Source: an optimization exercise on an open RTL-to-GDS flow (aim: a short achievable clock period and few clock cycles per item). Production flows keep margins and buffers that such runs may drop.
Function was checked by simulation only, so behaviour that the tests miss may differ from the original.

===== flow/design.v =====
`default_nettype none
package modexp_pkg;
    localparam int CFG_DATA_W = 32;
    localparam int CFG_IDX_W  = 2;
    localparam logic [CFG_IDX_W-1:0] CFG_EXPONENT = 2'd0;
    localparam logic [CFG_IDX_W-1:0] CFG_MODULUS  = 2'd1;
    localparam logic [CFG_DATA_W-1:0] EXPONENT_RESET = 32'd17;
    localparam logic [CFG_DATA_W-1:0] MODULUS_RESET  = 32'd3233;
    typedef enum logic [1:0] {
        MUL_BASE,     
        MUL_ACC_SQ,   
        MUL_SQ_SQ     
    } t_mul_op;
    typedef enum logic [1:0] {
        RES_BASE,
        RES_ZERO,
        RES_ACC
    } t_res_sel;
    typedef struct packed {
        logic     load;     
        logic     mul;      
        logic     red;      
        logic     wb;       
        logic     shift;    
        logic     res_we;   
        t_mul_op  op;
        t_res_sel res_sel;
    } t_dp_cmd;
    typedef struct packed {
        logic exp_lt2;
        logic mod_lt2;
        logic exp_lsb;
        logic exp_hi_zero;
    } t_dp_stat;
endpackage
`default_nettype wire
`default_nettype none
module modexp_ctrl
#(
    parameter int VALUE_WIDTH = 32
) (
    input  wire logic     i_clk,
    input  wire logic     i_rst_n,
    input  wire logic     i_start,
    input  modexp_pkg::t_dp_stat i_stat,
    output modexp_pkg::t_dp_cmd  o_cmd,
    output logic          o_busy,
    output logic          o_done
);
    localparam int CNT_W = $clog2(2 * VALUE_WIDTH);
    localparam logic [CNT_W-1:0] CNT_LAST = CNT_W'(VALUE_WIDTH - 1);
    typedef enum logic [2:0] {
        S_IDLE,
        S_CHECK,
        S_MUL,
        S_RED,
        S_WB,
        S_BIT,
        S_NEXT
    } t_state;
    t_state           r_state, n_state;
    modexp_pkg::t_mul_op          r_op, n_op;
    logic [CNT_W-1:0] r_cnt, n_cnt;
    logic             r_done, n_done;
    always_comb begin
        n_state = r_state;
        n_op    = r_op;
        n_cnt   = r_cnt;
        n_done  = 1'b0;
        o_cmd   = '0;
        o_cmd.op      = r_op;
        o_cmd.res_sel = modexp_pkg::RES_ACC;
        case (r_state)
            S_IDLE: begin
                if (i_start) begin
                    o_cmd.load = 1'b1;
                    n_state    = S_CHECK;
                end
            end
            S_CHECK: begin
                if (i_stat.exp_lt2) begin
                    o_cmd.res_we  = 1'b1;
                    o_cmd.res_sel = modexp_pkg::RES_BASE;
                    n_done        = 1'b1;
                    n_state       = S_IDLE;
                end else if (i_stat.mod_lt2) begin
                    o_cmd.res_we  = 1'b1;
                    o_cmd.res_sel = modexp_pkg::RES_ZERO;
                    n_done        = 1'b1;
                    n_state       = S_IDLE;
                end else begin
                    n_op    = modexp_pkg::MUL_BASE;
                    n_state = S_MUL;
                end
            end
            S_MUL: begin
                o_cmd.mul = 1'b1;
                n_cnt     = '0;
                n_state   = S_RED;
            end
            S_RED: begin
                o_cmd.red = 1'b1;
                n_cnt     = r_cnt + CNT_W'(1);
                if (r_cnt == CNT_LAST) begin
                    n_state = S_WB;
                end
            end
            S_WB: begin
                o_cmd.wb = 1'b1;
                case (r_op)
                    modexp_pkg::MUL_BASE:   n_state = S_BIT;
                    modexp_pkg::MUL_ACC_SQ: n_state = S_NEXT;
                    modexp_pkg::MUL_SQ_SQ: begin
                        o_cmd.shift = 1'b1;
                        n_state     = S_BIT;
                    end
                    default:    n_state = S_IDLE;
                endcase
            end
            S_BIT: begin
                if (i_stat.exp_lsb) begin
                    n_op    = modexp_pkg::MUL_ACC_SQ;
                    n_state = S_MUL;
                end else begin
                    n_state = S_NEXT;
                end
            end
            S_NEXT: begin
                if (i_stat.exp_hi_zero) begin
                    o_cmd.res_we  = 1'b1;
                    o_cmd.res_sel = modexp_pkg::RES_ACC;
                    n_done        = 1'b1;
                    n_state       = S_IDLE;
                end else begin
                    n_op    = modexp_pkg::MUL_SQ_SQ;
                    n_state = S_MUL;
                end
            end
            default: n_state = S_IDLE;
        endcase
    end
    always_ff @(posedge i_clk) begin
        if (!i_rst_n) begin
            r_state <= S_IDLE;
            r_op    <= modexp_pkg::MUL_BASE;
            r_cnt   <= '0;
            r_done  <= 1'b0;
        end else begin
            r_state <= n_state;
            r_op    <= n_op;
            r_cnt   <= n_cnt;
            r_done  <= n_done;
        end
    end
    assign o_busy = (r_state != S_IDLE);
    assign o_done = r_done;
endmodule
`default_nettype wire
`default_nettype none
module modexp_dp
#(
    parameter int VALUE_WIDTH = 32
) (
    input  wire logic                   i_clk,
    input  wire logic                   i_rst_n,
    input  modexp_pkg::t_dp_cmd         i_cmd,
    input  wire logic [VALUE_WIDTH-1:0] i_base_value,
    input  wire logic                   i_is_last,
    input  wire logic [VALUE_WIDTH-1:0] i_exponent,
    input  wire logic [VALUE_WIDTH-1:0] i_modulus,
    output modexp_pkg::t_dp_stat        o_stat,
    output logic [VALUE_WIDTH-1:0]      o_power_value,
    output logic                        o_last_out
);
    localparam int W = VALUE_WIDTH;
    logic [W-1:0]   r_base, r_exp, r_acc, r_sq, r_rem, r_result;
    logic [2*W-1:0] r_prod;
    logic           r_last, r_last_out;
    logic [W-1:0]   mul_a, mul_b, rem_mid, rem_next;
    logic [2*W-1:0] prod;
    logic [W:0]     trial, trial2;
    always_comb begin
        case (i_cmd.op)
            modexp_pkg::MUL_BASE: begin
                mul_a = r_base;
                mul_b = W'(1);
            end
            modexp_pkg::MUL_ACC_SQ: begin
                mul_a = r_acc;
                mul_b = r_sq;
            end
            modexp_pkg::MUL_SQ_SQ: begin
                mul_a = r_sq;
                mul_b = r_sq;
            end
            default: begin
                mul_a = r_sq;
                mul_b = r_sq;
            end
        endcase
    end
    assign prod = (2*W)'(mul_a) * (2*W)'(mul_b);
    assign trial    = {r_rem, r_prod[2*W-1]};
    assign rem_mid  = (trial >= {1'b0, i_modulus}) ? W'(trial - {1'b0, i_modulus})
                                                   : trial[W-1:0];
    assign trial2   = {rem_mid, r_prod[2*W-2]};
    assign rem_next = (trial2 >= {1'b0, i_modulus}) ? W'(trial2 - {1'b0, i_modulus})
                                                    : trial2[W-1:0];
    always_ff @(posedge i_clk) begin
        if (i_cmd.load) begin
            r_base <= i_base_value;
            r_exp  <= i_exponent;
            r_acc  <= W'(1);
            r_last <= i_is_last;
        end
        if (i_cmd.mul) begin
            r_prod <= prod;
            r_rem  <= '0;
        end
        if (i_cmd.red) begin
            r_prod <= {r_prod[2*W-3:0], 2'b00};
            r_rem  <= rem_next;
        end
        if (i_cmd.wb) begin
            if (i_cmd.op == modexp_pkg::MUL_ACC_SQ) begin
                r_acc <= r_rem;
            end else begin
                r_sq <= r_rem;
            end
        end
        if (i_cmd.shift) begin
            r_exp <= {1'b0, r_exp[W-1:1]};
        end
        if (i_cmd.res_we) begin
            r_last_out <= r_last;
            case (i_cmd.res_sel)
                modexp_pkg::RES_BASE: r_result <= r_base;
                modexp_pkg::RES_ZERO: r_result <= '0;
                modexp_pkg::RES_ACC:  r_result <= r_acc;
                default:  r_result <= '0;
            endcase
        end
    end
    assign o_stat.exp_lt2     = (i_exponent[W-1:1] == '0);
    assign o_stat.mod_lt2     = (i_modulus[W-1:1] == '0);
    assign o_stat.exp_lsb     = r_exp[0];
    assign o_stat.exp_hi_zero = (r_exp[W-1:1] == '0);
    assign o_power_value = r_result;
    assign o_last_out    = r_last_out;
endmodule
`default_nettype wire
`default_nettype none
module modular_exponentiation_unit
#(
    parameter int VALUE_WIDTH = 32
) (
    input  wire logic                   i_clk,
    input  wire logic                   i_rst_n,
    input  wire logic                   i_start,
    input  wire logic [VALUE_WIDTH-1:0] i_base_value,
    input  wire logic                   i_is_last,
    output logic                        o_busy,
    output logic                        o_done,
    output logic [VALUE_WIDTH-1:0]      o_power_value,
    output logic                        o_last_out,
    input  wire logic                   i_cfg_we,
    input  wire logic [modexp_pkg::CFG_IDX_W-1:0]  i_cfg_index,
    input  wire logic [modexp_pkg::CFG_DATA_W-1:0] i_cfg_data
);
    logic [VALUE_WIDTH-1:0] r_exponent, r_modulus;
    modexp_pkg::t_dp_cmd                cmd;
    modexp_pkg::t_dp_stat               stat;
    always_ff @(posedge i_clk) begin
        if (!i_rst_n) begin
            r_exponent <= modexp_pkg::EXPONENT_RESET[VALUE_WIDTH-1:0];
            r_modulus  <= modexp_pkg::MODULUS_RESET[VALUE_WIDTH-1:0];
        end else if (i_cfg_we) begin
            case (i_cfg_index)
                modexp_pkg::CFG_EXPONENT: r_exponent <= i_cfg_data[VALUE_WIDTH-1:0];
                modexp_pkg::CFG_MODULUS:  r_modulus  <= i_cfg_data[VALUE_WIDTH-1:0];
                default: ;
            endcase
        end
    end
    modexp_ctrl #(
        .VALUE_WIDTH(VALUE_WIDTH)
    ) u_ctrl (
        .i_clk   (i_clk),
        .i_rst_n (i_rst_n),
        .i_start (i_start),
        .i_stat  (stat),
        .o_cmd   (cmd),
        .o_busy  (o_busy),
        .o_done  (o_done)
    );
    modexp_dp #(
        .VALUE_WIDTH(VALUE_WIDTH)
    ) u_dp (
        .i_clk         (i_clk),
        .i_rst_n       (i_rst_n),
        .i_cmd         (cmd),
        .i_base_value  (i_base_value),
        .i_is_last     (i_is_last),
        .i_exponent    (r_exponent),
        .i_modulus     (r_modulus),
        .o_stat        (stat),
        .o_power_value (o_power_value),
        .o_last_out    (o_last_out)
    );
endmodule
`default_nettype wire

===== flow/run.sh =====
#!/bin/bash
# synth_recipe.tcl (not shown) runs the flow's synth.tcl, then flattens the netlist and writes it again
# the make line also repeats each setting of config.mk as NAME=value (left out here)
make -C /OpenROAD-flow-scripts/flow DESIGN_CONFIG=/design/flow/config.mk WORK_HOME=/design/flow/orfs CLKGATE_MAP_FILE= SYNTH_SCRIPT=/design/flow/synth_recipe.tcl finish

===== flow/config.mk =====
export PLATFORM = sky130hd
export DESIGN_NAME = modular_exponentiation_unit
export DESIGN_NICKNAME = modular_exponentiation_unit
export VERILOG_FILES = /design/flow/design.v
export SDC_FILE = /design/flow/constraint.sdc
export NUM_CORES = 4
export LEC_CHECK = 0
export CAP_MARGIN = 20
export CORE_MARGIN = 2
export CORE_UTILIZATION = 40
export SLEW_MARGIN = 20

===== flow/constraint.sdc =====
create_clock -name core_clock -period 9.0 [get_ports {i_clk}]
set_input_delay 1.8000 -clock core_clock [delete_from_list [all_inputs] [get_ports {i_clk}]]
set_output_delay 1.8000 -clock core_clock [all_outputs]
set_load 0.01 [all_outputs]

==> results of run 1 <==
## metrics by stage
step / area [um^2] / setup WS, ns / util
floorplan: 49100 / 0.812 / -
global placement: 53400 / 0.117 / 0.438
detailed placement: 53400 / 0.0172 / 0.438
CTS: 54700 / 0.0353 / 0.449
global route: 54800 / 0.00269 / 0.450
finish: 54800 / 0.278 / 0.450
## cell type report
class	count	area, um^2	share of cell area
multi-input cells	3863	35800	0.654
flip-flops and latches	334	8920	0.163
inverters	952	3580	0.0653
repair buffers	349	3170	0.0578
well taps	1625	2030	0.0371
clock buffers	46	1040	0.0190
clock inverters	22	230	0.00420
diodes	2	5.00	0.0000913
## synth_stat cells, types with 47 or more instances
master / count / share of area
a21o_1: 51 / 0.0078
nor2_1: 733 / 0.056
nand2_1: 711 / 0.054
a21oi_1: 253 / 0.026
o21ai_0: 164 / 0.017
xor2_1: 47 / 0.0084
dfxtp_1: 111 / 0.045
ha_1: 328 / 0.084
edfxtp_1: 223 / 0.14
xnor2_1: 54 / 0.0096
clkbuf_1: 249 / 0.019
inv_1: 951 / 0.073
a22o_1: 72 / 0.013
nand3_1: 53 / 0.0054
fa_1: 898 / 0.37
## timing repair
item / in CTS / in global routing
setup buffers: 0 / 1
setup endpoints to repair: 0 / 23
resized for setup: 0 / 28
## cells by family (layout without fill, tap and decap cells)
family	Yosys count	in the layout	synth area share
xor gates and xnor gates	101	101	0.0180
other	0	2	0
DFF	334	334	0.182
muxes	58	58	0.0130
buffers and inverters	1219	1369	0.0941
adders and majority gates	1226	1226	0.449
and+or+nand+nor	1714	1714	0.144
AOI/OAI and AO/OA	764	764	0.0997
## how the worst max path moves through the flow
stage	start	to	cells after the start
after floorplan	u_ctrl.r_op[0]$_SDFFE_PN0P_	u_dp.r_prod[56]$_DFFE_PP_	31
after global placement	u_ctrl.r_op[0]$_SDFFE_PN0P_	u_dp.r_prod[43]$_DFFE_PP_	27
after detailed placement	u_ctrl.r_op[0]$_SDFFE_PN0P_	u_dp.r_prod[43]$_DFFE_PP_	26
after CTS	u_ctrl.r_op[0]$_SDFFE_PN0P_	u_dp.r_prod[51]$_DFFE_PP_	26
after global routing	u_ctrl.r_op[1]$_SDFFE_PN0P_	u_dp.r_prod[61]$_DFFE_PP_	30
final	u_ctrl.r_op[1]$_SDFFE_PN0P_	u_dp.r_prod[51]$_DFFE_PP_	29
## layout by cell type (no fill, tap or decap), drive strengths merged, types with 15 or more instances in the layout
cell type and instances:
xor2 47, clkinv 16, clkdlybuf4s50 105, nor2 733, buf 244, o211ai 17, dfxtp 111, nand3 55
o21a 15, mux2 42, edfxtp 223, nor4 24, o21bai 20, nor3 26, inv 953, o21ai 171
and3 23, fa 898, nand2 711, ha 328, mux2i 16, nand4 30, xnor2 54, a21o 52
o22ai 41, nor2b 17, a22o 72, a21oi 255, clkbuf 46, nand2b 17, or2 28, o31ai 18
## registers in the layout, summed over array words and instances (netlist names)
signal / cells
u_ctrl.r_state: 3
u_dp.r_exp: 32
u_dp.r_last: 1
u_dp.r_base: 32
u_dp.r_acc: 32
u_dp.r_result: 32
u_ctrl.r_op: 2
u_dp.r_prod: 64
u_dp.r_sq: 32
r_exponent: 32
u_dp.r_rem: 32
u_ctrl.r_cnt: 6
r_modulus: 32
u_ctrl.r_done: 1
u_dp.r_last_out: 1
## per-layer routing
layer | part of all wire | global-route usage
met1 | 0.43 | 0.383
met2 | 0.44 | 0.440
met3 | 0.079 | 0.0501
met4 | 0.053 | 0.120
met5 | 0.00013 | 0
## critical path: cells and delay by family, from the launching register on
family,cells,cell delay (ns)
flip-flops,1,0.36
AND/OR/NAND/NOR,6,1.15
AO/OA/AOI/OAI,7,1.46
adder cells (fa/ha/maj),9,4.49
buffers and inverters,7,1.07
==> metrics.csv, run 1 <==
stage,metric,value,unit
outcome,status,timing/DRC/antenna clean,
routing,firstDrtPassIters,6,
sta,timing.final.crit_share,0.969,
synthesis,ys_ff_latch,334,
cts,clock_tree.root_cell,clkbuf_16,
cts,cts_hold_buffers,0,
cts,cts_made_buffers,38,
floorplanning,ios,106,
synthesis,synth-edff-count,223,
grt,antenna_found_initial,9,
worst_hold_path,hold_depth,0,
setup_path,arrival,9.15,ns
synthesis,synthCells,5416,
floorplanning,dieArea,0.126,mm^2
routing,wl_per_cell,24.3,um
synthesis,syn_avg_cell_area,9.07,um^2
cts,cts_tree,built,
layout,drive_gt1_frac,0.0816,
layout,final_cells,7193,
layout,fillerInstances,11800,
routing,viasPerCell,5.46,
grt,grt_max_degree,69,
grt,grt_pass1_vias,40600,
setup_path,crit_path_top_delay_cell,fa_1,
setup_path,critPathKind,flip-flop to flip-flop,
sta,final-hold-violation-count,0,
grt,gr-total-overflow,0,
setup_path,crit_path_end_kind,flip-flop,
floorplanning,initial_core_util,0.403,
layout,area_delta_synth_final,11.6,%
setup_path,cp_common_cell,fa_1,
placement,placed_cells,7121,
routing,routed_wl,175000,um
sta,tightest_slew,1.00,ns
sta,rsz0062_at_grt,no,
sta,slew_headroom,0.332,
synthesis,synth_seq_area_share,0.182,
sta,drv_slew,0,
synthesis,synth_area,0.0491,mm^2
placement,hpwl,142000,um
synthesis,synthFlopType,edfxtp_1,
placement,io_buffers,105,
cts,clk_pin_slew,0.06,ns
sta,fin_skew,0.0384,ns
setup_path,r2r_cells,29,
routing,drcViolationCount,0,
setup_path,worst-endpoint-required,9.43,ns
setup_path,cpPeakStageDelay,0.58,ns
routing,drtIter0Drc,3510,
sta,whs,0.426,ns
setup_path,r2r_start,u_ctrl.r_op[1]$_SDFFE_PN0P_,
synthesis,synth_cell_type_count,90,
cts,cts_buffer_depth,3,
cts,cts_htree_levels,2,
worst_hold_path,hold_end,u_dp.r_last_out$_DFFE_PP_,
sta,min_period,8.72,ns
routing,num_vias,39300,
setup_path,timing.rr.end,u_dp.r_prod[51]$_DFFE_PP_,
worst_hold_path,hold_path_class,flip-flop to flip-flop,
setup_path,cp_max_fo,38,
synthesis,ys.warnings.count,3,
routing,ant_nets,0,
setup_path,cp-start-kind,flip-flop,
sta,setup_viol_count_final,0,
worst_hold_path,min_from,u_dp.r_last$_DFFE_PP_,
layout,nNetsFinal,6835,
floorplanning,std_cell_rows,128,
grt,grt_pass1_wl,263000,um
synthesis,syn-num-nets,6713,
setup_path,regToRegSetupSlack,0.28,ns
sta,fin_setup_tns,0,ns
floorplanning,core,0.122,mm^2
placement,globalplace.congestion,1.00,
floorplanning,die_x,354,um
cts,clock-sinks,334,
cts,clkLatencyLatePin,0.59,ns
floorplanning,die_h,354,um
grt,grtUsageTotal,0.281,
run,drv_cap,0,
sta,fmax,115,MHz
synthesis,ys_async_sr_fraction,0,
Testbench counts, summed over its fixed seeds: cycles 430,168, items 256.
==> run 2: changes to the inputs <==
--- a/flow/design.v
+++ b/flow/design.v
@@ -50,3 +50,3 @@
     localparam int CNT_W = $clog2(2 * VALUE_WIDTH);
-    localparam logic [CNT_W-1:0] CNT_LAST = CNT_W'(VALUE_WIDTH - 1);
+    localparam logic [CNT_W-1:0] CNT_LAST = CNT_W'(VALUE_WIDTH / 2 - 1);
     typedef enum logic [2:0] {
@@ -178,5 +178,7 @@
     logic           r_last, r_last_out;
-    logic [W-1:0]   mul_a, mul_b, rem_mid, rem_next;
+    logic [W-1:0]   mul_a, mul_b, rem_next;
+    logic [W-1:0]   rem_s [0:4];
+    logic [W:0]     trial_s [0:3];
     logic [2*W-1:0] prod;
-    logic [W:0]     trial, trial2;
+    logic [W:0]     trial;
     always_comb begin
@@ -202,8 +204,12 @@
     assign prod = (2*W)'(mul_a) * (2*W)'(mul_b);
-    assign trial    = {r_rem, r_prod[2*W-1]};
-    assign rem_mid  = (trial >= {1'b0, i_modulus}) ? W'(trial - {1'b0, i_modulus})
-                                                   : trial[W-1:0];
-    assign trial2   = {rem_mid, r_prod[2*W-2]};
-    assign rem_next = (trial2 >= {1'b0, i_modulus}) ? W'(trial2 - {1'b0, i_modulus})
-                                                    : trial2[W-1:0];
+    assign trial = trial_s[0];
+    always_comb begin
+        rem_s[0] = r_rem;
+        for (int k = 0; k < 4; k++) begin
+            trial_s[k]  = {rem_s[k], r_prod[2*W-1-k]};
+            rem_s[k+1]  = (trial_s[k] >= {1'b0, i_modulus}) ? W'(trial_s[k] - {1'b0, i_modulus})
+                                                            : trial_s[k][W-1:0];
+        end
+    end
+    assign rem_next = rem_s[4];
     always_ff @(posedge i_clk) begin
@@ -220,3 +226,3 @@
         if (i_cmd.red) begin
-            r_prod <= {r_prod[2*W-3:0], 2'b00};
+            r_prod <= {r_prod[2*W-5:0], 4'b0000};
             r_rem  <= rem_next;
==> metrics.csv, run 2 <==
stage,metric,value,unit,change
grt,grt_pass1_wl,311000,um,was 263000 um
cts,cts_made_buffers,44,,was 38
layout,area_delta_synth_final,27.3,%,was 11.6%
synthesis,synth_area,0.0535,mm^2,was 0.0491 mm^2
setup_path,cp_max_fo,10,,was 38
layout,fillerInstances,12600,,was 11800
synthesis,netlist.area_leader.share,0.336,,was 0.366
synthesis,yosys.area.top_type,fa_1,,unchanged
setup_path,cpLargestDelayFamily,compound AO/OA/AOI/OAI gates,,was adder cells
synthesis,ys.warnings.count,5,,was 3
outcome,so.violations,negative setup slack,,
synthesis,synth-edff-count,221,,was 223
setup_path,critPathKind,flip-flop to flip-flop,,unchanged
sta,rsz0062_at_grt,yes,,was no
sta,drv_slew,0,,unchanged
routing,drtIter0Drc,4046,,was 3510
layout,final_cell_mix,"nand2_1, inv_1, buf_4",,"was inv_1, fa_1, nor2_1"
sta,setup_viol_count_final,32,,was 0
placement,hpwl,177000,um,was 142000 um
worst_hold_path,hold_path_class,flip-flop to flip-flop,,unchanged
setup_path,cpPeakStageDelay,0.53,ns,was 0.58 ns
grt,busiest_layer,met2,,unchanged
synthesis,syn-num-nets,7446,,was 6713
floorplanning,dieArea,0.137,mm^2,was 0.126 mm^2
sta,timing.final.crit_share,1.18,,was 0.969
cts,cts_tree,built,,unchanged
routing,ant_nets,0,,unchanged
routing,drcViolationCount,0,,unchanged
floorplanning,ios,106,,unchanged
synthesis,yosysMostFrequentCell,nand2_1,,was inv_1
routing,viasPerCell,5.31,,was 5.46
grt,grtUsageMet1,0.407,,was 0.383
layout,final_common_cell,nand2_1,,was inv_1
grt,grtUsageTotal,0.306,,was 0.281
outcome,status,finished with violations,,was timing/DRC/antenna clean
layout,final_area,0.0681,mm^2,was 0.0548 mm^2
synthesis,ys_ff_latch,334,,unchanged
synthesis,ys_top_cells_by_area,"fa_1, edfxtp_1, ha_1",,unchanged
layout,largest_register_ff_count,64,,unchanged
floorplanning,die_x,370,um,was 354 um
setup_path,cp-start-kind,flip-flop,,unchanged
setup_path,worst-endpoint-required,9.38,ns,was 9.43 ns
setup_path,crit_path_end_kind,flip-flop,,unchanged
floorplanning,die_h,370,um,was 354 um
routing,wl_per_cell,23.5,um,was 24.3 um
placement,io_buffers,105,,unchanged
sta,fin_skew,0.0488,ns,was 0.0384 ns
sta,min_period,10.64,ns,was 8.72 ns
routing,firstDrtPassIters,6,,unchanged
synthesis,synthCells,6083,,was 5416
layout,multiInputGateArea,0.0407,mm^2,was 0.0358 mm^2
floorplanning,core,0.133,mm^2,was 0.122 mm^2
layout,drive_gt1_frac,0.218,,was 0.0816
placement,globalplace.congestion,0.999,,was 1.00
floorplanning,initial_core_util,0.402,,was 0.403
sta,slew_headroom,0.252,,was 0.332
sta,tightest_slew,1.12,ns,was 1.00 ns
synthesis,synth_cell_type_count,85,,was 90
layout,nNetsFinal,8426,,was 6835
placement,placed_area,0.0651,mm^2,was 0.0534 mm^2
cts,cts_buffer_depth,3,,unchanged
synthesis,synth_seq_area_share,0.166,,was 0.182
grt,met3_usage,0.0475,,was 0.0501
grt,grt_pass1_vias,48800,,was 40600
routing,num_vias,47100,,was 39300
setup_path,arrival,11.03,ns,was 9.15 ns
synthesis,synthFlopType,edfxtp_1,,unchanged
floorplanning,std_cell_rows,134,,was 128
cts,clock-sinks,334,,unchanged
layout,largest_register,u_dp.r_prod,,unchanged
routing,routed_wl,208000,um,was 175000 um
synthesis,synth_common_cells,"nand2_1, inv_1, fa_1, nor2_1, ha_1",,"was inv_1, fa_1, nor2_1, nand2_1, ha_1"
run,drv_cap,0,,unchanged
synthesis,syn_avg_cell_area,8.80,um^2,was 9.07 um^2
grt,gr-total-overflow,0,,unchanged
sta,fmax,93.9,MHz,was 115 MHz
setup_path,crit_path_top_delay_cell,or4_4,,was fa_1
cts,clkLatencyLatePin,0.66,ns,was 0.59 ns
cts,cts_hold_buffers,0,,unchanged
sta,setup_ws,-1.64,ns,was 0.278 ns
cts,cts_htree_levels,2,,unchanged
grt,antenna_found_initial,6,,was 9
sta,whs,0.431,ns,was 0.426 ns
grt,gr-usage-met2,0.500,,was 0.440
cts,clock_tree.root_cell,clkbuf_16,,unchanged
grt,grt_max_degree,76,,was 69
synthesis,ys_async_sr_fraction,0,,unchanged
cts,clk_pin_slew,0.06,ns,about the same
sta,final-hold-violation-count,0,,unchanged
setup_path,worst-path-buf-inv,4,,was 7
layout,ff_latch_area,0.00891,mm^2,was 0.00892 mm^2
## run 2: changes by cell type in the layout (fill, tap and decap cells not counted), moves of 36 or more
cell | previous run | this run
a21boi_0 | 8 | 65
a21o_1 | 51 | 94
a21oi_1 | 250 | 209
a21oi_2 | 3 | 51
buf_12 | 20 | 78
buf_4 | 214 | 1014
ha_1 | 327 | 363
inv_1 | 947 | 1093
mux2_2 | 41 | 88
nand2_1 | 704 | 1141
nor2_1 | 727 | 392
o21ai_0 | 162 | 126
xnor2_1 | 54 | 105
## run 2: routing by layer
metal,part of all wire,up-vias
li1,-,21200
met1,0.42,23700
met2,0.46,1776
met3,0.071,343
met4,0.049,2
met5,0.000062,-
## run 2: per-stage QoR
| step | cells | utilization | setup slack, ns | setup TNS [ns] |
|---|---|---|---|---|
| 2_1_floorplan | 6083 | - | -1.04 | -32.28 |
| 5_1_grt | 8868 | 0.512 | -1.97 | -61.75 |
| 3_3_place_gp | 8723 | 0.489 | -1.88 | -62.81 |
| 6_report | 8870 | 0.512 | -1.64 | -50.75 |
| 3_5_place_dp | 8723 | 0.489 | -2.00 | -65.69 |
| 4_1_cts | 8837 | 0.505 | -1.69 | -52.30 |
## run 2: kinds of logic (layout without fill, tap and decap cells)
logic type | Yosys count | in the layout | synth area share
AOI/OAI and AO/OA | 904 | 904 | 0.111
xor gates and xnor gates | 163 | 163 | 0.0267
adders and majority gates | 1292 | 1292 | 0.428
buffers and inverters | 1392 | 2407 | 0.0987
DFF | 334 | 334 | 0.166
muxes | 128 | 128 | 0.0261
other | 0 | 4 | 0
and+or+nand+nor | 1870 | 1870 | 0.143
## run 2: path summary, 6_finish.rpt
path	startpoint	endpoint	slack [ns]	cells after the start
worst min-delay path	u_dp.r_last$_DFFE_PP_	u_dp.r_last_out$_DFFE_PP_	0.43	0
worst max register to register	u_dp.r_rem[7]$_SDFFCE_PN0P_	u_dp.r_rem[4]$_SDFFCE_PN0P_	-1.64	44
worst max-delay path	u_dp.r_rem[7]$_SDFFCE_PN0P_	u_dp.r_rem[4]$_SDFFCE_PN0P_	-1.64	44
worst min register to register	u_dp.r_last$_DFFE_PP_	u_dp.r_last_out$_DFFE_PP_	0.43	0
## run 2: worst register-to-register path, delay by kind of cell, from the launching register on
| kind | cells | cell delay (ns) |
|---|---|---|
| AO/OA/AOI/OAI | 25 | 5.80 |
| adder cells (fa/ha/maj) | 4 | 0.92 |
| buffers and inverters | 4 | 0.75 |
| flip-flops | 1 | 0.44 |
| multiplexers | 4 | 1.10 |
| AND/OR/NAND/NOR | 7 | 1.35 |
## run 2: area by class of cell
class	instances	share of cell area
Antenna cell	4	0.000147
Clock buffer	50	0.0168
Clock inverter	31	0.00648
Inverter	1103	0.0608
Multi-Input combinational cell	4357	0.597
Sequential cell	334	0.131
Tap cell	1768	0.0325
Timing Repair Buffer	1223	0.155
## run 2: repair_timing
action / in CTS / in global routing
pin swaps: 23 / 60
setup endpoints to repair: 53 / 55
gates cloned: 1 / 4
resized for setup: 69 / 144
buffers inserted: 33 / 27
Testbench counts of run 2, summed over its fixed seeds: cycles 235,544, items 256.
==> run 3: changes to the inputs <==
--- a/flow/design.v
+++ b/flow/design.v
@@ -170,2 +170,3 @@
     input  wire logic [VALUE_WIDTH-1:0] i_modulus,
+    input  wire logic [VALUE_WIDTH+1:0] i_modulus3,
     output modexp_pkg::t_dp_stat        o_stat,
@@ -179,4 +180,4 @@
     logic [W-1:0]   mul_a, mul_b, rem_next;
-    logic [W-1:0]   rem_s [0:4];
-    logic [W:0]     trial_s [0:3];
+    logic [W-1:0]   rem_s [0:2];
+    logic [W+2:0]   t_s [0:1], d1_s [0:1], d2_s [0:1], d3_s [0:1];
     logic [2*W-1:0] prod;
@@ -204,12 +205,17 @@
     assign prod = (2*W)'(mul_a) * (2*W)'(mul_b);
-    assign trial = trial_s[0];
+    assign trial = {r_rem, r_prod[2*W-1]};
     always_comb begin
         rem_s[0] = r_rem;
-        for (int k = 0; k < 4; k++) begin
-            trial_s[k]  = {rem_s[k], r_prod[2*W-1-k]};
-            rem_s[k+1]  = (trial_s[k] >= {1'b0, i_modulus}) ? W'(trial_s[k] - {1'b0, i_modulus})
-                                                            : trial_s[k][W-1:0];
+        for (int k = 0; k < 2; k++) begin
+            t_s[k]  = {1'b0, rem_s[k], r_prod[2*W-1-2*k], r_prod[2*W-2-2*k]};
+            d1_s[k] = t_s[k] - {3'b0, i_modulus};
+            d2_s[k] = t_s[k] - {2'b0, i_modulus, 1'b0};
+            d3_s[k] = t_s[k] - {1'b0, i_modulus3};
+            if (!d3_s[k][W+2])      rem_s[k+1] = d3_s[k][W-1:0];
+            else if (!d2_s[k][W+2]) rem_s[k+1] = d2_s[k][W-1:0];
+            else if (!d1_s[k][W+2]) rem_s[k+1] = d1_s[k][W-1:0];
+            else                    rem_s[k+1] = t_s[k][W-1:0];
         end
     end
-    assign rem_next = rem_s[4];
+    assign rem_next = rem_s[2];
     always_ff @(posedge i_clk) begin
@@ -276,2 +282,3 @@
     logic [VALUE_WIDTH-1:0] r_exponent, r_modulus;
+    logic [VALUE_WIDTH+1:0] r_modulus3;    
     modexp_pkg::t_dp_cmd                cmd;
@@ -282,2 +289,3 @@
             r_modulus  <= modexp_pkg::MODULUS_RESET[VALUE_WIDTH-1:0];
+            r_modulus3 <= (VALUE_WIDTH+2)'(modexp_pkg::MODULUS_RESET[VALUE_WIDTH-1:0]) * (VALUE_WIDTH+2)'(3);
         end else if (i_cfg_we) begin
@@ -285,3 +293,7 @@
                 modexp_pkg::CFG_EXPONENT: r_exponent <= i_cfg_data[VALUE_WIDTH-1:0];
-                modexp_pkg::CFG_MODULUS:  r_modulus  <= i_cfg_data[VALUE_WIDTH-1:0];
+                modexp_pkg::CFG_MODULUS: begin
+                    r_modulus  <= i_cfg_data[VALUE_WIDTH-1:0];
+                    r_modulus3 <= (VALUE_WIDTH+2)'(i_cfg_data[VALUE_WIDTH-1:0])
+                                + (VALUE_WIDTH+2)'({i_cfg_data[VALUE_WIDTH-1:0], 1'b0});
+                end
                 default: ;
@@ -311,2 +323,3 @@
         .i_modulus     (r_modulus),
+        .i_modulus3    (r_modulus3),
         .o_stat        (stat),
--- a/flow/config.mk
+++ b/flow/config.mk
@@ -10,2 +10,3 @@
 export CORE_UTILIZATION = 40
+export SETUP_SLACK_MARGIN = 1.0
 export SLEW_MARGIN = 20
==> metrics.csv, run 3 <==
stage,metric,value,unit,change
routing,wl_per_cell,26.3,um,was 23.5 um
floorplanning,die_h,387,um,was 370 um
synthesis,netlist.area_leader.share,0.309,,was 0.336
worst_hold_path,hold_path_class,flip-flop to flip-flop,,unchanged
floorplanning,core,0.146,mm^2,was 0.133 mm^2
synthesis,yosysMostFrequentCell,inv_1,,was nand2_1
synthesis,synth_cell_type_count,92,,was 85
layout,drive_gt1_frac,0.131,,was 0.218
layout,fillerInstances,13900,,was 12600
synthesis,ys_ff_latch,367,,was 334
setup_path,crit_path_end_kind,flip-flop,,unchanged
cts,cts_made_buffers,46,,was 44
setup_path,cpLargestDelayFamily,adder cells,,was compound AO/OA/AOI/OAI gates
synthesis,synthCells,6729,,was 6083
layout,final_cell_mix,"inv_1, fa_1, nand2_1",,"was nand2_1, inv_1, buf_4"
routing,routed_wl,239000,um,was 208000 um
setup_path,startpoint,u_ctrl.r_op[1]$_SDFFE_PN0P_,,was u_dp.r_rem[7]$_SDFFCE_PN0P_
grt,gr-total-overflow,0,,unchanged
cts,cts_htree_levels,2,,unchanged
cts,clock-sinks,367,,was 334
floorplanning,die_x,387,um,was 370 um
setup_path,worstSetupEndpoint,u_dp.r_prod[60]$_DFFE_PP_,,was u_dp.r_rem[4]$_SDFFCE_PN0P_
layout,multiInputGateArea,0.0457,mm^2,was 0.0407 mm^2
layout,post-route-util,0.477,,was 0.512
sta,final-hold-violation-count,0,,unchanged
setup_path,worst-path-buf-inv,7,,was 4
routing,ant_nets,0,,unchanged
layout,nNetsFinal,8562,,was 8426
cts,clkLatencyLatePin,0.66,ns,about the same
layout,final_cells,9057,,was 8870
synthesis,ys_top_cells_by_area,"fa_1, edfxtp_1, ha_1",,unchanged
layout,largest_register,u_dp.r_prod,,unchanged
layout,area_delta_synth_final,18.6,%,was 27.3%
cts,cts_buffer_depth,3,,unchanged
setup_path,regToRegSetupSlack,0.50,ns,was -1.64 ns
synthesis,synth_common_cells,"inv_1, fa_1, nor2_1, nand2_1, ha_1",,"was nand2_1, inv_1, fa_1, nor2_1, ha_1"
synthesis,synth_seq_area_share,0.163,,was 0.166
setup_path,crit_path_top_delay_cell,fa_1,,was or4_4
placement,dpl_worst_slack,-0.0413,ns,was -2.00 ns
cts,clk_pin_slew,0.07,ns,was 0.06 ns
grt,grtUsageTotal,0.316,,was 0.306
routing,firstDrtPassIters,6,,unchanged
floorplanning,std_cell_rows,140,,was 134
routing,drtIter0Drc,5173,,was 4046
routing,drcViolationCount,0,,unchanged
sta,whs,0.429,ns,was 0.431 ns
sta,setup_ws,0.496,ns,was -1.64 ns
setup_path,worst-endpoint-required,9.39,ns,was 9.38 ns
cts,clock_tree.root_cell,clkbuf_16,,unchanged
sta,fmax,118,MHz,was 93.9 MHz
layout,final_common_cell,inv_1,,was nand2_1
synthesis,synth_area,0.0585,mm^2,was 0.0535 mm^2
sta,drv_slew,0,,unchanged
outcome,status,timing/DRC/antenna clean,,was finished with violations
layout,final_area,0.0694,mm^2,was 0.0681 mm^2
setup_path,critPathKind,flip-flop to flip-flop,,unchanged
sta,min_period,8.50,ns,was 10.64 ns
grt,antenna_found_initial,10,,was 6
placement,globalplace.congestion,1.02,,was 0.999
sta,fin_skew,0.0433,ns,was 0.0488 ns
setup_path,cp-start-kind,flip-flop,,unchanged
placement,hpwl,192000,um,was 177000 um
synthesis,syn-num-nets,8194,,was 7446
sta,fin_setup_tns,0,ns,was -50.75 ns
run,drv_cap,0,,unchanged
grt,grt_max_degree,70,,was 76
cts,cts_tree,built,,unchanged
setup_path,crit_cells,30,,was 44
setup_path,cp_common_cell,fa_1,,
routing,num_vias,51900,,was 47100
layout,largest_register_ff_count,64,,unchanged
cts,cts_hold_buffers,0,,unchanged
synthesis,synth-edff-count,221,,unchanged
setup_path,cp_max_fo,17,,was 10
sta,timing.final.crit_share,0.945,,was 1.18
setup_path,cpPeakStageDelay,0.56,ns,was 0.53 ns
sta,tightest_slew,1.12,ns,about the same
synthesis,yosys.area.top_type,fa_1,,unchanged
sta,rsz0062_at_grt,yes,,unchanged
synthesis,syn_avg_cell_area,8.70,um^2,was 8.80 um^2
placement,placed_cells,8831,,was 8723
grt,grt_pass1_vias,53200,,was 48800
layout,largestRegisters,"u_dp.r_prod x64, r_modulus3 x33",,
sta,slew_headroom,0.253,,was 0.252
layout,ff_latch_area,0.00957,mm^2,was 0.00891 mm^2
setup_path,r2r_cells,30,,was 44
setup_path,timing.rr.end,u_dp.r_prod[60]$_DFFE_PP_,,was u_dp.r_rem[4]$_SDFFCE_PN0P_
placement,io_buffers,105,,unchanged
sta,setup_viol_count_final,0,,was 32
synthesis,synthFlopType,edfxtp_1,,unchanged
grt,grt_pass1_wl,351000,um,was 311000 um
setup_path,arrival,8.90,ns,was 11.03 ns
floorplanning,dieArea,0.149,mm^2,was 0.137 mm^2
synthesis,ys.warnings.count,8,,was 5
placement,placed_area,0.0646,mm^2,was 0.0651 mm^2
floorplanning,ios,106,,unchanged
synthesis,ys_async_sr_fraction,0,,unchanged
routing,viasPerCell,5.73,,was 5.31
floorplanning,initial_core_util,0.402,,about the same
setup_path,r2r_start,u_ctrl.r_op[1]$_SDFFE_PN0P_,,was u_dp.r_rem[7]$_SDFFCE_PN0P_
[run 3: cell types whose count changed after synthesis, sizes merged, moves of 58 or more]
cell | previous run | this run
nor2 | 426 | 834
nand2 | 1145 | 819
a21oi | 270 | 389
o21ai | 164 | 241
mux2 | 95 | 37
ha | 392 | 491
inv | 1103 | 1013
[run 3: per-layer routing]
layer,global-route usage,routed length [um],up-vias
li1,-,-,22800
met1,0.402,93200,25800
met2,0.502,106000,2582
met3,0.0652,22200,640
met4,0.173,16900,10
met5,0,69,-
[run 3: cell families (layout without fill, tap and decap cells)]
family                     Yosys count  count (layout)  share of synthesized area
AOI/OAI and AO/OA                 1276            1276                      0.142
xor gates and xnor gates           226             226                     0.0338
adders and majority gates         1394            1394                      0.414
buffers and inverters             1301            1703                     0.0837
DFF                                367             367                      0.163
muxes                               71              71                     0.0129
other                                0               6                          0
and+or+nand+nor                   2094            2097                      0.151
[run 3: how the worst min path moves through the flow]
stage,startpoint,to,slack [ns],cells past startpoint
after CTS,u_dp.r_last$_DFFE_PP_,u_dp.r_last_out$_DFFE_PP_,0.43,0
final,u_dp.r_last$_DFFE_PP_,u_dp.r_last_out$_DFFE_PP_,0.43,0
after floorplan,u_dp.r_last$_DFFE_PP_,u_dp.r_last_out$_DFFE_PP_,0.40,0
after global placement,u_dp.r_last$_DFFE_PP_,u_dp.r_last_out$_DFFE_PP_,0.40,0
after detailed placement,u_dp.r_last$_DFFE_PP_,u_dp.r_last_out$_DFFE_PP_,0.42,0
after global routing,u_dp.r_last$_DFFE_PP_,u_dp.r_last_out$_DFFE_PP_,0.44,0
[run 3: worst reg2reg max path: cells and delay by family, from the launching register on]
family	cells	cell delay [ns]
adders and majority gates	9	4.09
AOI/OAI and AO/OA	12	2.43
and+or+nand+nor	1	0.09
DFF	1	0.41
xor gates and xnor gates	1	0.26
buffers and inverters	7	1.00
[run 3: what timing repair did]
item	in CTS	in global routing
gates cloned	21	4
pin swaps	62	68
setup buffers	83	27
setup endpoints to repair	39	70
resized for setup	209	136
[run 3: layout make-up]
| cell class | instances | area share |
|---|---|---|
| clock buffer | 61 | 0.0197 |
| tap | 1917 | 0.0345 |
| sequential | 367 | 0.138 |
| multi-input combinational | 5064 | 0.658 |
| clock inverter | 24 | 0.00351 |
| antenna | 6 | 0.000216 |
| inverter | 1015 | 0.0550 |
| timing repair buffer | 603 | 0.0910 |
Testbench counts of run 3, summed over its fixed seeds: cycles 235,544, items 256.

afterwards: timing with drivers on the ports:
The flow's constraints put no driver on any port. The routed layouts listed below were extracted and timed again, unchanged, in two steps. Step 1 assumes that a clkbuf_16 drives the clock port and a buf_2 every other input. Step 2, shift: input delay + t, output delay - t, t = (earliest + latest rising clock arrival at the registers) / 2. This alone moves slack from input paths to output paths. a / b / c = ideal / step 1 / step 2; a / b = the first two.
run	t (ns)	setup WS [ns]	worst hold slack (ns)	clock arrival spread, ns	worst data-port slew with drivers (ns)
run 1	0.657	0.278 / 0.278 / 0.278	0.426 / 0.426 / 0.426	0.041 / 0.041	0.05
run 2	0.706	-1.645 / -1.645 / -1.645	0.431 / 0.431 / 0.431	0.048 / 0.049	0.08
run 3	0.724	0.496 / 0.496 / 0.496	0.429 / 0.429 / 0.429	0.044 / 0.043	0.14
